What follows belongs to an exercise in optimizing a design on an open flow for small area, a short achievable clock period and few clock cycles; a production flow would make more cautious choices.
Only simulation tests tie the RTL to the original design; equivalence was not proved.
No activity file was given, so power comes from the tool's default toggle rates.

==> inputs of 01-21 <==
// cobra_stream_core
module cobra_stream_core #(
  parameter int XLEN  = 32,
  parameter int NREGS = 32,
  parameter int SW_W  = 16,
  parameter int PC_W  = 10
) (
  input  logic            clk_i,
  input  logic            rst_ni,
  output logic [PC_W-1:0] pc_o,
  input  logic [31:0]     instr_i,
  input  logic [SW_W-1:0] sw_i,
  input  logic            sw_valid_i,
  output logic            sw_ready_o,
  output logic [XLEN-1:0] out_o,
  output logic            out_valid_o,
  input  logic            out_ready_i,
  output logic            halted_o
);
  localparam int RA_W = $clog2(NREGS);
  localparam int SH_W = $clog2(XLEN);
  localparam logic [3:0] OP_LI   = 4'd0;
  localparam logic [3:0] OP_ALU  = 4'd1;
  localparam logic [3:0] OP_IN   = 4'd2;
  localparam logic [3:0] OP_OUT  = 4'd3;
  localparam logic [3:0] OP_BR   = 4'd4;
  localparam logic [3:0] OP_JMP  = 4'd5;
  localparam logic [3:0] OP_HALT = 4'd6;
  logic [XLEN-1:0]   rf [1:NREGS-1];
  logic [NREGS-1:1]  rf_vld;
  logic              halted_q;
  logic              e_li, e_in, e_out, e_br, e_halt, e_mul;
  logic              e_wen;                   
  logic              e_pred;                  
  logic              e_isub;                  
  logic [RA_W-1:0]   e_wa;
  logic              e_sub, e_add, e_and, e_or, e_xor, e_sh, e_left, e_arith, e_slt, e_sltu;
  logic [2:0]        e_cond;
  logic [22:0]       e_imm;
  logic [PC_W-1:0]   pc_q;                    
  logic [PC_W-1:0]   e_alt;                   
  logic [XLEN-1:0]   opa, opb;
  logic              m_busy;
  logic [XLEN-1:0]   m_r0, m_r1, m_r2;
  logic [1:0]        m_top;
  logic [XLEN-1:0]   out_q;
  logic              out_vld_q;
  logic [XLEN:0]     sum;
  logic              ltu, lts, eq, taken, mispred;
  logic [XLEN-1:0]   axb, shin, shout, shres, mt_r0, mt_r1, mt_r2, mul_res, wdata, res;
  logic [1:0]        mt_top;
  logic              adv, we;
  assign sum  = {1'b0, opa} + {1'b0, opb ^ {XLEN{e_sub}}} + {{XLEN{1'b0}}, e_sub};
  assign ltu  = ~sum[XLEN];
  assign lts  = ltu ^ opa[XLEN-1] ^ opb[XLEN-1];
  assign axb  = opa ^ opb;
  assign eq   = (axb == '0);
  always_comb begin
    case (e_cond)
      3'd0:    taken = eq;
      3'd1:    taken = ~eq;
      3'd2:    taken = lts;
      3'd3:    taken = ~lts;
      3'd4:    taken = ltu;
      3'd5:    taken = ~ltu;
  ...
clock: 15.0 ns
lec_check: 0
cap_margin: 20
core_margin: 2
core_utilization: 35
cts_buf_list: sky130_fd_sc_hd__clkbuf_16
cts_cluster_diameter: 60
cts_cluster_size: 22
place_density: 0.45
slew_margin: 20
standard.sh (not shown) runs the stock make flow with config.mk's settings and CLKGATE_MAP_FILE= SYNTH_SCRIPT=/design/flow/synth_recipe.tcl, a recipe that flattens the netlist after the stock synthesis.
==> flow/flow/run.sh <==
#!/bin/bash
# The standard layout (the standard.sh, unchanged synthesis, floorplan, power grid,
# placement, CTS and routing) with one change: timing repair aims for a setup slack of
# SETUP_SLACK_MARGIN ns instead of 0, so it keeps improving paths below the clock period.
# The SDC and the clock period are the standard flow's, untouched.
set -o pipefail
cd "$(dirname "$0")/.."
MARGIN=$(cat flow/margin.txt)
bash standard.sh SETUP_SLACK_MARGIN="$MARGIN" finish > flow_make.log 2>&1
==> flow/flow/margin.txt <==
10.4
==> inputs of 06-22, as changes to 01-21 <==
--- a/flow/design.v
+++ b/flow/design.v
@@ -1305,15 +1305,15 @@
     if (e_li)   res = res | XLEN'($signed(e_imm));
   end
   assign wdata = e_in ? XLEN'(sw_i) : res;
   assign adv = ~halted_q & ~e_halt
              & ~(e_in & ~sw_valid_i)
              & ~(e_out & out_vld_q & ~out_ready_i)
              & ~(e_mul & ~m_busy);
-  assign we  = e_wen & (~e_in | sw_valid_i) & (~e_mul | m_busy);
+  assign we  = e_wen & (~e_mul | m_busy);
   assign pc_o = pc_q;
   logic [3:0]        op;
   logic [RA_W-1:0]   wa, ra1, ra2;
   logic [3:0]        fn;
   logic [2:0]        cond;
   logic [XLEN-1:0]   rd1, rd2;
   logic              pred, early;
@@ -1386,31 +1386,31 @@
         pc_q   <= mispred ? e_alt : pred ? pc_tgt : pc_seq;
       end
     end
   end
   always_ff @(posedge clk_i) begin
     if (adv) begin
       e_wa    <= wa;
-      e_sub   <= op == OP_BR || fn == 4'd1 || fn == 4'd8 || fn == 4'd9;
       e_isub  <= op == OP_ALU && fn == 4'd1;
       e_add   <= op == OP_ALU && (fn == 4'd0 || fn == 4'd1);
       e_and   <= op == OP_ALU && fn == 4'd2;
       e_or    <= op == OP_ALU && fn == 4'd3;
       e_xor   <= op == OP_ALU && fn == 4'd4;
       e_sh    <= op == OP_ALU && (fn == 4'd5 || fn == 4'd6 || fn == 4'd7);
-      e_left  <= fn == 4'd5;
-      e_arith <= fn == 4'd7;
       e_slt   <= op == OP_ALU && fn == 4'd8;
       e_sltu  <= op == OP_ALU && fn == 4'd9;
-      e_cond  <= cond;
-      e_imm   <= instr_i[22:0];
-      e_alt   <= pred ? pc_seq : pc_tgt;
       opa     <= rd1;
-      opb     <= rd2;
     end
+    e_sub   <= op == OP_BR || fn == 4'd1 || fn == 4'd8 || fn == 4'd9;
+    e_left  <= fn == 4'd5;
+    e_arith <= fn == 4'd7;
+    e_cond  <= cond;
+    e_imm   <= instr_i[22:0];
+    e_alt   <= pred ? pc_seq : pc_tgt;
+    opb     <= rd2;
     m_r0 <= mt_r0;
     m_r1 <= mt_r1;
     m_r2 <= mt_r2;
     m_top <= mt_top;
     if (we) rf[e_wa] <= wdata;
   end
   always_ff @(posedge clk_i or negedge rst_ni) begin
==> flow/flow/margin.txt (replaced) <==
10.3
- CORE_UTILIZATION: 35 -> 45
- CTS_BUF_LIST: sky130_fd_sc_hd__clkbuf_16 -> sky130_fd_sc_hd__clkbuf_8
- CTS_CLUSTER_DIAMETER: 60 -> 40
- CTS_CLUSTER_SIZE: 22 -> 12
- PLACE_DENSITY: 0.45 -> 0.55
==> run notes <==
	01-21	06-22
Outcome	finished clean	finished clean
Worst slack on hold paths	0.429 ns	0.475 ns
Layout clock buffers	112	191
Floorplan Core Area	212000 um^2	163000 um^2
Maximum cell stage delay along the critical path	0.62 ns	0.48 ns
Xor and xnor area share after synthesis	0.0224	0.0217
Number of enable flip-flop cells after synthesis	1105	1037
Clk power	0.00327 W	0.00304 W
Cell Area, Placed	80200 um^2	78200 um^2
Met3 wire length	52800 um	58000 um
Area growth, synth to finish	21.4%	14.7%
Area of combinational cells with multiple inputs	36700 um^2	35900 um^2
Resized cells post-CTS	572	332
Placed insts	9207	8439
Diode insertion count for antenna repair	13	11
Worst Path Max Fanout	14	20
Met1 wire length	152000 um	130000 um
Syn Area/Cell	11.2 um^2	11.2 um^2
Overall die width	466 um	409 um
Clock latency (worst-skew pair)	0.86 ns	1.03 ns
Testbench counts of 01-21, summed over its fixed seeds: cycles 283,099.
Testbench counts of 06-22, summed over its fixed seeds: cycles 283,099.

==> what the ideal ports hide <==
How much do the figures lean on ideal ports? The routed layouts below were timed once more, with nothing changed but the port constraints.
Step 1 assumes that a clkbuf_16 drives the clock port and a buf_2 every other input.
Step 2 moves the port delays by t, midway between the first and last clock arrival at a register: inputs arrive t later, outputs are due t later. That takes back most of the time a late clock gives input paths.
Three values: ideal, step 1, step 2; two values: the first two.
run | shift t [ns] | setup WS [ns] | worst setup path at the end | worst data-port slew with drivers (ns) | pins driven straight from the clock port
01-21 | 0.900 | 10.325 / 10.357 / 9.458 | input to register | 0.09 | 1
06-22 | 1.082 | 10.205 / 10.259 / 9.194 | input to register | 0.08 | 1
After both steps every run listed still meets setup and hold. For 06-22, which loses most, drivers alone change the setup slack by +0.054 ns; drivers and shift together by -1.011 ns.
